From an optimization exercise on the open Yosys and OpenROAD flow, aimed at small area, a short achievable clock period and few clock cycles; shortcuts taken in it are not production practice. The RTL was checked by simulation tests, not by an equivalence proof against the original design. Power is estimated from default activity; no workload was simulated.

## design/flow/config.mk

```make
export PLATFORM = sky130hd
export DESIGN_NAME = stack_cpu
export DESIGN_NICKNAME = stack_cpu
export VERILOG_FILES = /design/flow/design.v
export SDC_FILE = /design/flow/constraint.sdc
export NUM_CORES = 4
export LEC_CHECK = 0
export CAP_MARGIN = 20
export CORE_MARGIN = 2
export CORE_UTILIZATION = 40
export SLEW_MARGIN = 20
```

## design/flow/constraint.sdc

```tcl
create_clock -name core_clock -period 8.0 [get_ports {clk}]
set_input_delay 1.6000 -clock core_clock [delete_from_list [all_inputs] [get_ports {clk}]]
set_output_delay 1.6000 -clock core_clock [all_outputs]
set_load 0.01 [all_outputs]
```

## design/flow/design.v

```verilog
package stack_cpu_pkg;
    localparam int word_width = 32;
    localparam int addr_width = 24;    
    localparam int byte_width = 8;
    localparam int stack_depth_log2_default = 3;
    typedef enum logic [7:0] {
        op_push  = 8'h01,    
        op_add   = 8'h02,
        op_sub   = 8'h03,
        op_drop  = 8'h05,
        op_print = 8'h08,    
        op_eq    = 8'h09,
        op_lt_s  = 8'h0a,
        op_lt_u  = 8'h0c,
        op_br_if = 8'h0e,    
        op_jump  = 8'h0f,    
        op_dup   = 8'h12,
        op_swap  = 8'h13,
        op_over  = 8'h14,
        op_and   = 8'h16,
        op_or    = 8'h17,
        op_xor   = 8'h18,
        op_not   = 8'h19,
        op_eqz   = 8'h35,
        op_halt  = 8'hff
    } opcode_t;
    typedef enum logic [2:0] {
        stk_hold,
        stk_push,       
        stk_pop,        
        stk_set_top,    
        stk_reduce,     
        stk_swap,
        stk_over        
    } stack_cmd_t;
    typedef enum logic [3:0] {
        alu_add,
        alu_sub,
        alu_and,
        alu_or,
        alu_xor,
        alu_not,
        alu_eq,
        alu_lt_s,
        alu_lt_u,
        alu_eqz
    } alu_op_t;
    function automatic logic has_immediate(opcode_t op);
        has_immediate = (op == 8'h01) || (op == 8'h0e) || (op == 8'h0f);    
    endfunction
endpackage
module stack_alu (
    input  stack_cpu_pkg::alu_op_t              alu_op,
    input  logic [stack_cpu_pkg::word_width-1:0] top,
    input  logic [stack_cpu_pkg::word_width-1:0] second,
    output logic [stack_cpu_pkg::word_width-1:0] result
);
    logic is_eq;
    logic is_lt_s;
    logic is_lt_u;
    assign is_eq   = (second == top);
    assign is_lt_s = ($signed(second) < $signed(top));
    assign is_lt_u = (second < top);
    always_comb begin
        result = '0;
        case (alu_op)
            stack_cpu_pkg::alu_add:  result = second + top;
            stack_cpu_pkg::alu_sub:  result = second - top;
            stack_cpu_pkg::alu_and:  result = second & top;
            stack_cpu_pkg::alu_or:   result = second | top;
            stack_cpu_pkg::alu_xor:  result = second ^ top;
            stack_cpu_pkg::alu_not:  result = ~top;    
            stack_cpu_pkg::alu_eq:   result[0] = is_eq;
            stack_cpu_pkg::alu_lt_s: result[0] = is_lt_s;
            stack_cpu_pkg::alu_lt_u: result[0] = is_lt_u;
            stack_cpu_pkg::alu_eqz:  result[0] = (top == '0);
            default: ;
        endcase
    end
endmodule
module data_stack #(
    parameter int stack_depth_log2 = stack_cpu_pkg::stack_depth_log2_default
) (
    input  logic                                clk,
    input  logic                                reset,
    input  stack_cpu_pkg::stack_cmd_t           stack_cmd,
    input  logic [stack_cpu_pkg::word_width-1:0] push_value,
    output logic [stack_cpu_pkg::word_width-1:0] top,
    output logic [stack_cpu_pkg::word_width-1:0] second
);
    localparam int entries = 2 ** stack_depth_log2;
    logic [stack_cpu_pkg::word_width-1:0] mem [entries];
    logic [stack_depth_log2-1:0]          sp;         
    logic [stack_depth_log2-1:0]          top_idx;
    logic [stack_depth_log2-1:0]          sec_idx;
    assign top_idx = sp - 1'b1;
    assign sec_idx = sp - 2'd2;
    assign top     = mem[top_idx];
    assign second  = mem[sec_idx];
    always_ff @(posedge clk) begin
        if (reset) begin
            sp <= '0;
        end else begin
            case (stack_cmd)
                stack_cpu_pkg::stk_push,
                stack_cpu_pkg::stk_over:   sp <= sp + 1'b1;
                stack_cpu_pkg::stk_pop,
                stack_cpu_pkg::stk_reduce: sp <= sp - 1'b1;
                default: ;
            endcase
        end
    end
    always_ff @(posedge clk) begin
        case (stack_cmd)
            stack_cpu_pkg::stk_push:    mem[sp] <= push_value;
            stack_cpu_pkg::stk_over:    mem[sp] <= second;
            stack_cpu_pkg::stk_set_top: mem[top_idx] <= push_value;
            stack_cpu_pkg::stk_reduce:  mem[sec_idx] <= push_value;
            stack_cpu_pkg::stk_swap: begin
                mem[top_idx] <= second;    
                mem[sec_idx] <= top;
            end
            default: ;
        endcase
    end
endmodule
module fetch_unit (
    input  logic                                clk,
    input  logic                                reset,
    input  logic                                fetch_start,
    input  logic                                pc_load,
    input  logic [stack_cpu_pkg::addr_width-1:0] pc_target,
    output logic [stack_cpu_pkg::addr_width-1:0] flash_addr,
    output logic                                flash_enable,
    input  logic [stack_cpu_pkg::byte_width-1:0] flash_data,
    input  logic                                flash_ready,
    output logic                                fetch_done,
    output stack_cpu_pkg::opcode_t              opcode,
    output logic [stack_cpu_pkg::word_width-1:0] imm
);
    typedef enum logic [1:0] {
        idle,
        wait_low,     
        wait_high     
    } fetch_state_t;
    fetch_state_t                         state;
    logic [stack_cpu_pkg::addr_width-1:0] pc;
    logic [stack_cpu_pkg::addr_width-1:0] read_addr;
    logic                                 imm_pending;    
    logic [1:0]                           byte_cnt;
    stack_cpu_pkg::opcode_t               new_opcode;
    assign read_addr  = pc_load ? pc_target : pc;
    assign new_opcode = stack_cpu_pkg::opcode_t'(flash_data);
    always_ff @(posedge clk) begin
        if (reset) begin
            state        <= idle;
            pc           <= '0;
            flash_addr   <= '0;
            flash_enable <= 1'b0;
            fetch_done   <= 1'b0;
            imm_pending  <= 1'b0;
            byte_cnt     <= '0;
        end else begin
            fetch_done <= 1'b0;
            case (state)
                idle: begin
                    if (fetch_start || imm_pending) begin
                        flash_addr   <= read_addr;
                        pc           <= read_addr;
                        flash_enable <= 1'b1;
                        state        <= wait_low;
                    end
                end
                wait_low: begin
                    if (!flash_ready) begin
                        state <= wait_high;
                    end
                end
                wait_high: begin
                    if (flash_ready) begin
                        flash_enable <= 1'b0;    
                        pc           <= pc + 1'b1;
                        state        <= idle;
                        if (!imm_pending) begin
                            opcode   <= new_opcode;
                            byte_cnt <= '0;
                            if (stack_cpu_pkg::has_immediate(new_opcode)) begin
                                imm_pending <= 1'b1;
                            end else begin
                                fetch_done <= 1'b1;
                            end
                        end else begin
                            imm[byte_cnt*stack_cpu_pkg::byte_width +: stack_cpu_pkg::byte_width]
                                <= flash_data;
                            byte_cnt <= byte_cnt + 1'b1;
                            if (byte_cnt == 2'd3) begin
                                imm_pending <= 1'b0;
                                fetch_done  <= 1'b1;
                            end
                        end
                    end
                end
                default: state <= idle;
            endcase
        end
    end
endmodule
module exec_control (
    input  logic                                clk,
    input  logic                                reset,
    input  logic                                fetch_done,
    input  stack_cpu_pkg::opcode_t              opcode,
    input  logic [stack_cpu_pkg::word_width-1:0] imm,
    input  logic [stack_cpu_pkg::word_width-1:0] top,
    input  logic [stack_cpu_pkg::word_width-1:0] alu_result,
    output logic                                fetch_start,
    output logic                                pc_load,
    output logic [stack_cpu_pkg::addr_width-1:0] pc_target,
    output stack_cpu_pkg::stack_cmd_t           stack_cmd,
    output logic [stack_cpu_pkg::word_width-1:0] push_value,
    output stack_cpu_pkg::alu_op_t              alu_op,
    output logic [stack_cpu_pkg::byte_width-1:0] uart_data,
    output logic                                uart_send,
    input  logic                                uart_busy,
    output logic                                halted
);
    typedef enum logic [1:0] {
        fetching,
        execute,
        uart_wait,
        halt
    } state_t;
    state_t state;
    logic   kick;         
    logic   exec_next;    
    logic   uart_done;
    assign exec_next = (state == execute) && (opcode != stack_cpu_pkg::op_print)
                       && (opcode != stack_cpu_pkg::op_halt);
    assign uart_done   = (state == uart_wait) && !uart_busy && !uart_send;
    assign fetch_start = kick || exec_next || uart_done;
    assign pc_target   = imm[stack_cpu_pkg::addr_width-1:0];
    always_comb begin
        stack_cmd  = stack_cpu_pkg::stk_hold;
        alu_op     = stack_cpu_pkg::alu_add;
        push_value = alu_result;
        pc_load    = 1'b0;
        if (state == execute) begin
            case (opcode)
                stack_cpu_pkg::op_push: begin
                    stack_cmd  = stack_cpu_pkg::stk_push;
                    push_value = imm;
                end
                stack_cpu_pkg::op_dup: begin
                    stack_cmd  = stack_cpu_pkg::stk_push;
                    push_value = top;
                end
                stack_cpu_pkg::op_add: stack_cmd = stack_cpu_pkg::stk_reduce;
                stack_cpu_pkg::op_sub: begin
                    stack_cmd = stack_cpu_pkg::stk_reduce;
                    alu_op    = stack_cpu_pkg::alu_sub;
                end
                stack_cpu_pkg::op_and: begin
                    stack_cmd = stack_cpu_pkg::stk_reduce;
                    alu_op    = stack_cpu_pkg::alu_and;
                end
                stack_cpu_pkg::op_or: begin
                    stack_cmd = stack_cpu_pkg::stk_reduce;
                    alu_op    = stack_cpu_pkg::alu_or;
                end
                stack_cpu_pkg::op_xor: begin
                    stack_cmd = stack_cpu_pkg::stk_reduce;
                    alu_op    = stack_cpu_pkg::alu_xor;
                end
                stack_cpu_pkg::op_eq: begin
                    stack_cmd = stack_cpu_pkg::stk_reduce;
                    alu_op    = stack_cpu_pkg::alu_eq;
                end
                stack_cpu_pkg::op_lt_s: begin
                    stack_cmd = stack_cpu_pkg::stk_reduce;
                    alu_op    = stack_cpu_pkg::alu_lt_s;
                end
                stack_cpu_pkg::op_lt_u: begin
                    stack_cmd = stack_cpu_pkg::stk_reduce;
                    alu_op    = stack_cpu_pkg::alu_lt_u;
                end
                stack_cpu_pkg::op_not: begin
                    stack_cmd = stack_cpu_pkg::stk_set_top;
                    alu_op    = stack_cpu_pkg::alu_not;
                end
                stack_cpu_pkg::op_eqz: begin
                    stack_cmd = stack_cpu_pkg::stk_set_top;
                    alu_op    = stack_cpu_pkg::alu_eqz;
                end
                stack_cpu_pkg::op_drop:  stack_cmd = stack_cpu_pkg::stk_pop;
                stack_cpu_pkg::op_print: stack_cmd = stack_cpu_pkg::stk_pop;
                stack_cpu_pkg::op_swap:  stack_cmd = stack_cpu_pkg::stk_swap;
                stack_cpu_pkg::op_over:  stack_cmd = stack_cpu_pkg::stk_over;
                stack_cpu_pkg::op_br_if: begin
                    stack_cmd = stack_cpu_pkg::stk_pop;    
                    pc_load   = (top != '0);
                end
                stack_cpu_pkg::op_jump: pc_load = 1'b1;
                default: ;    
            endcase
        end
    end
    always_ff @(posedge clk) begin
        if (reset) begin
            state     <= fetching;
            kick      <= 1'b1;
            uart_send <= 1'b0;
            halted    <= 1'b0;
        end else begin
            kick <= 1'b0;
            case (state)
                fetching: if (fetch_done) state <= execute;
                execute: begin
                    if (opcode == stack_cpu_pkg::op_print) begin
                        uart_data <= top[stack_cpu_pkg::byte_width-1:0];
                        uart_send <= 1'b1;
                        state     <= uart_wait;
                    end else if (opcode == stack_cpu_pkg::op_halt) begin
                        halted <= 1'b1;
                        state  <= halt;
                    end else begin
                        state <= fetching;
                    end
                end
                uart_wait: begin
                    if (uart_send && uart_busy) uart_send <= 1'b0;    
                    if (uart_done) state <= fetching;
                end
                halt: state <= halt;    
                default: state <= fetching;
            endcase
        end
    end
endmodule
module stack_cpu #(
    parameter int stack_depth_log2 = stack_cpu_pkg::stack_depth_log2_default
) (
    input  logic                                clk,
    input  logic                                reset,
    output logic [stack_cpu_pkg::addr_width-1:0] flash_addr,
    output logic                                flash_enable,
    input  logic [stack_cpu_pkg::byte_width-1:0] flash_data,
    input  logic                                flash_ready,
    output logic [stack_cpu_pkg::byte_width-1:0] uart_data,
    output logic                                uart_send,
    input  logic                                uart_busy,
    output logic                                halted
);
    logic                                 fetch_start;
    logic                                 fetch_done;
    logic                                 pc_load;
    logic [stack_cpu_pkg::addr_width-1:0] pc_target;
    stack_cpu_pkg::opcode_t               opcode;
    logic [stack_cpu_pkg::word_width-1:0] imm;
    stack_cpu_pkg::stack_cmd_t            stack_cmd;
    logic [stack_cpu_pkg::word_width-1:0] push_value;
    logic [stack_cpu_pkg::word_width-1:0] top;
    logic [stack_cpu_pkg::word_width-1:0] second;
    stack_cpu_pkg::alu_op_t               alu_op;
    logic [stack_cpu_pkg::word_width-1:0] alu_result;
    fetch_unit u_fetch (
        .clk          (clk),
        .reset        (reset),
        .fetch_start  (fetch_start),
        .pc_load      (pc_load),
        .pc_target    (pc_target),
        .flash_addr   (flash_addr),
        .flash_enable (flash_enable),
        .flash_data   (flash_data),
        .flash_ready  (flash_ready),
        .fetch_done   (fetch_done),
        .opcode       (opcode),
        .imm          (imm)
    );
    exec_control u_exec (
        .clk         (clk),
        .reset       (reset),
        .fetch_done  (fetch_done),
        .opcode      (opcode),
        .imm         (imm),
        .top         (top),
        .alu_result  (alu_result),
        .fetch_start (fetch_start),
        .pc_load     (pc_load),
        .pc_target   (pc_target),
        .stack_cmd   (stack_cmd),
        .push_value  (push_value),
        .alu_op      (alu_op),
        .uart_data   (uart_data),
        .uart_send   (uart_send),
        .uart_busy   (uart_busy),
        .halted      (halted)
    );
    data_stack #(
        .stack_depth_log2 (stack_depth_log2)
    ) u_stack (
        .clk        (clk),
        .reset      (reset),
        .stack_cmd  (stack_cmd),
        .push_value (push_value),
        .top        (top),
        .second     (second)
    );
    stack_alu u_alu (
        .alu_op (alu_op),
        .top    (top),
        .second (second),
        .result (alu_result)
    );
endmodule
```

## design/flow/run.sh

```bash
#!/bin/bash
# synth_recipe.tcl (not shown) runs the flow's synth.tcl, then flattens the netlist and writes it again
# the make line also repeats each setting of config.mk as NAME=value (left out here)
make -C /OpenROAD-flow-scripts/flow DESIGN_CONFIG=/design/flow/config.mk WORK_HOME=/design/flow/orfs CLKGATE_MAP_FILE= SYNTH_SCRIPT=/design/flow/synth_recipe.tcl finish
```

==> run_results.csv <==
group,metric,value,unit
yosys,synth_nets,3073,
sta,finalCritPeriodShare,89.7,%
clock_network,clock_path_buffers,3,
worst_setup_path,path_class,"reg2reg",
place,io_buffers,46,
pwr,powerDensity,153,mW/mm^2
die,core_area,0.0714,mm^2
routing,routed_wirelength,125000,um
yosys,yosysUniqueCellTypes,114,
place,dp_cells,3832,
worst_setup_path,startpoint_type,"register",
sta,max_freq,139,MHz
worst_setup_path,startpoint,"u_stack.sp[1]",
grt,grt_pass1_wl,180000,um
grt,grt_pass1_vias,25300,
yosys,synth_edf_count,304,
clock_network,hold_buffers,0,
clock_network,path_clk_slew,0.06,ns
die,initial_utilization,40.3,%
final_layout,nets,3060,
place,hpwl,90300,um
clock_network,postCtsSetupRepairBufs,0,
sta,finalCriticalPeriod,7.18,ns
worst_setup_path,timing.critical_path.to,"u_stack.mem[1][0]",
clock_network,cts_tree,"done",
yosys,ys_warn_count,4,
routing,vias,26300,
clock_network,cts-root-buf,"clkbuf_16",
routing,via_per_inst,6.73,
final_layout,final_cell_mix,"304 x edfxtp_1, 276 x nand2_1, 260 x nor2_1",
worst_setup_path,arrival,7.48,ns
worst_setup_path,required,8.31,ns
sta,finalHoldViolCount,0,
worst_setup_path,critPathCaptureType,"register",
clock_network,clkSinkCount,367,
sta,tightest_slew,1.21,ns
routing,firstDrtPassIters,8,
die,fp.dieW,272,um
final_layout,fin_cells,3913,
grt,grt.overflow.total,0,
yosys,ys_ff_latch,367,
clock_network,cts-resized-gates,0,
die,dieArea,0.0741,mm^2
hold_path,hold_path.class,"reg2reg",
clock_network,htree_levels,2,
place,gp_congestion,1.03,
clock_network,numCtsBuffers,43,
worst_setup_path,reg2reg_depth,15,
pwr,ir_worst_vdd,0.000178,V
yosys,synthTopCellsByArea,"edfxtp_1 32%, mux4_2 9.8%, mux2i_1 7.8%",
sta,setup_viol_count_final,0,
final_layout,area_growth,10.7,%
yosys,async_flop_share,0,%
routing,ant_nets,0,
yosys,syn_inst,2942,
yosys,synth.cell_area,0.0288,mm^2
die,ios,47,
worst_setup_path,reg2reg_slack,0.82,ns
final_layout,layout-drive-gt1-share,13.7,%
place,place_area,0.0304,mm^2
routing,wl_per_cell,31.9,um
grt,grt_max_degree,93,
routing,drc_errors,0,
yosys,synth-main-ff-cell,"edfxtp_1",
yosys,synth.top_cell.area_share,31.7,%
worst_setup_path,r2r_end,"u_stack.mem[1][0]",
die,rows,98,
run,cap_viol_max_count,0,
sta,skew,0.0301,ns
final_layout,fin_area,0.0318,mm^2
worst_setup_path,crit_fanout,39,
final_layout,utilization,44.6,%
routing,initialDrtViolationCount,3644,
yosys,yosysSeqAreaShare,36.1,%
pwr,cellLeakagePower,11.2,nW
die,dieHeight,272,um
final_layout,fillers,6864,
sta,tns,0,ns
grt,antenna_found_initial,7,
run_status,status,"no timing/DRC/antenna violations",
sta,rsz0062_at_grt,"false",
sta,slew_violations,0,
grt,track_usage,33.1,%
final_layout,final_common_cell,"edfxtp_1",
yosys,yosys.area.top_type,"edfxtp_1",
clock_network,clk_latency,0.61,ns
yosys,avgSynthCellArea,9.77,um^2
sta,max_slew_margin,19.0,%
sta,whs,0.463,ns
final_layout,diodes,0,
worst_setup_path,r2r-start,"u_stack.sp[1]",
==> cells by family after synthesis <==
group                    Yosys count  synth area share (%)
AO/OA/AOI/OAI                    824                  19.5
flip-flops                       367                  36.1
XOR/XNOR                          11                 0.453
adder cells (fa/ha/maj)          119                  5.23
buffers and inverters            350                  5.30
AND/OR/NAND/NOR                  905                  15.1
multiplexers                     366                  18.3
==> metal layers <==
metal	track usage (%)	wire length, um
met1	44.2	50400
met2	50.9	55100
met3	8.41	13400
met4	14.3	6050
met5	0	91
==> stage by stage <==
step                power, mW  worst slack, ns
finish                   4.88            0.823
global route             5.02            0.697
CTS                      4.88             1.10
detailed placement       2.84             1.11
global placement         2.83             1.27
floorplan                2.60             2.08
==> cell type report <==
cell class / count / area (um^2) / share of cell area (%)
clock buffer: 59 / 1190 / 3.73
clock inverter: 20 / 235 / 0.739
inverter: 145 / 544 / 1.71
multi-input combinational: 2225 / 17000 / 53.5
sequential: 367 / 10400 / 32.7
tap: 950 / 1190 / 3.73
timing repair buffer: 147 / 1250 / 3.93
==> Yosys cell counts (all sizes together) (19+ instances only) <==
library cell,number
edfxtp,304
nand2,277
nor2,263
mux2i,224
o21ai,206
a21oi,205
inv,142
mux4,125
ha,117
buf,103
clkbuf,102
nand3,81
nor3,64
dfxtp,63
a211oi,45
o211ai,38
and2,34
a31oi,32
a22oi,30
nor4,29
and3,25
o31ai,23
a21o,22
nor2b,21
a311oi,20
o22ai,20
nand4,19
==> where the power goes <==
group	internal, mW	switching, mW	leakage (nW)
combinational	0.240	0.453	7.35
sequential	2.11	0.0224	3.19
clock	1.20	0.851	0.692
total	3.55	1.33	11.2
==> worst max-delay path, stage by stage (launching register included) <==
cell	delay [ns]
dfxtp_4	0.62
inv_1	0.22
ha_4	0.75
buf_4	0.36
mux4_2	0.32
mux2i_1	0.65
ha_1	0.44
or2_2	0.36
a21o_1	0.21
a2111oi_2	0.76
o211ai_1	0.34
a21boi_0	0.58
a2111oi_0	0.29
a21o_1	0.25
o211ai_2	0.45
o21ai_0	0.21
==> worst min-delay path by stage <==
| stage | slack, ns | to | startpoint | cells after the start |
|---|---|---|---|---|
| finish | 0.46 | u_fetch.flash_enable | u_fetch.flash_enable | 2 |
| floorplan | 0.46 | u_fetch.byte_cnt[1] | u_fetch.byte_cnt[1] | 2 |
| global route | 0.50 | u_fetch.flash_enable | u_fetch.flash_enable | 2 |
| detailed placement | 0.46 | u_fetch.flash_enable | u_fetch.flash_enable | 2 |
| CTS | 0.47 | u_fetch.flash_enable | u_fetch.flash_enable | 2 |
| global placement | 0.45 | u_fetch.flash_enable | u_fetch.flash_enable | 2 |
==> state kept, by name, summed over array words and instances, names as in the netlist <==
signal                flops
u_stack.mem             256
u_fetch.imm              32
u_fetch.flash_addr       24
u_fetch.pc               24
u_exec.uart_data          8
u_fetch.opcode            8
u_stack.sp                3
u_exec.state              2
u_fetch.byte_cnt          2
u_fetch.state             2
u_exec.halted             1
u_exec.kick               1
u_exec.uart_send          1
u_fetch.fetch_done        1
u_fetch.flash_enable      1
u_fetch.imm_pending       1
Testbench counts, summed over its fixed seeds: cycles 526,580.

-- re-timing with driven ports --
Ports are ideal in the flow. The routed layout listed here was re-timed in OpenROAD.
Step 1: set_driving_cell puts a clkbuf_16 on clk and a buf_2 on each other input, an assumption about the parent block.
Step 2 moves the port delays by t, midway between the first and last clock arrival at a register: inputs arrive t later, outputs are due t later. That takes back most of the time a late clock gives input paths.
a / b / c = no drivers / after step 1 / after step 2; a / b = the first two.
t (ns): 0.657
setup slack, ns: 0.823 / 0.823 / 0.823
hold WS [ns]: 0.463 / 0.463 / 0.463
latest minus earliest clock arrival (ns): 0.031 / 0.031
worst data-port slew with drivers (ns): 0.06
After both steps setup and hold are still met in this run. The setup slack of this run moves by 0.000 ns with the drivers and by 0.000 ns with both steps.
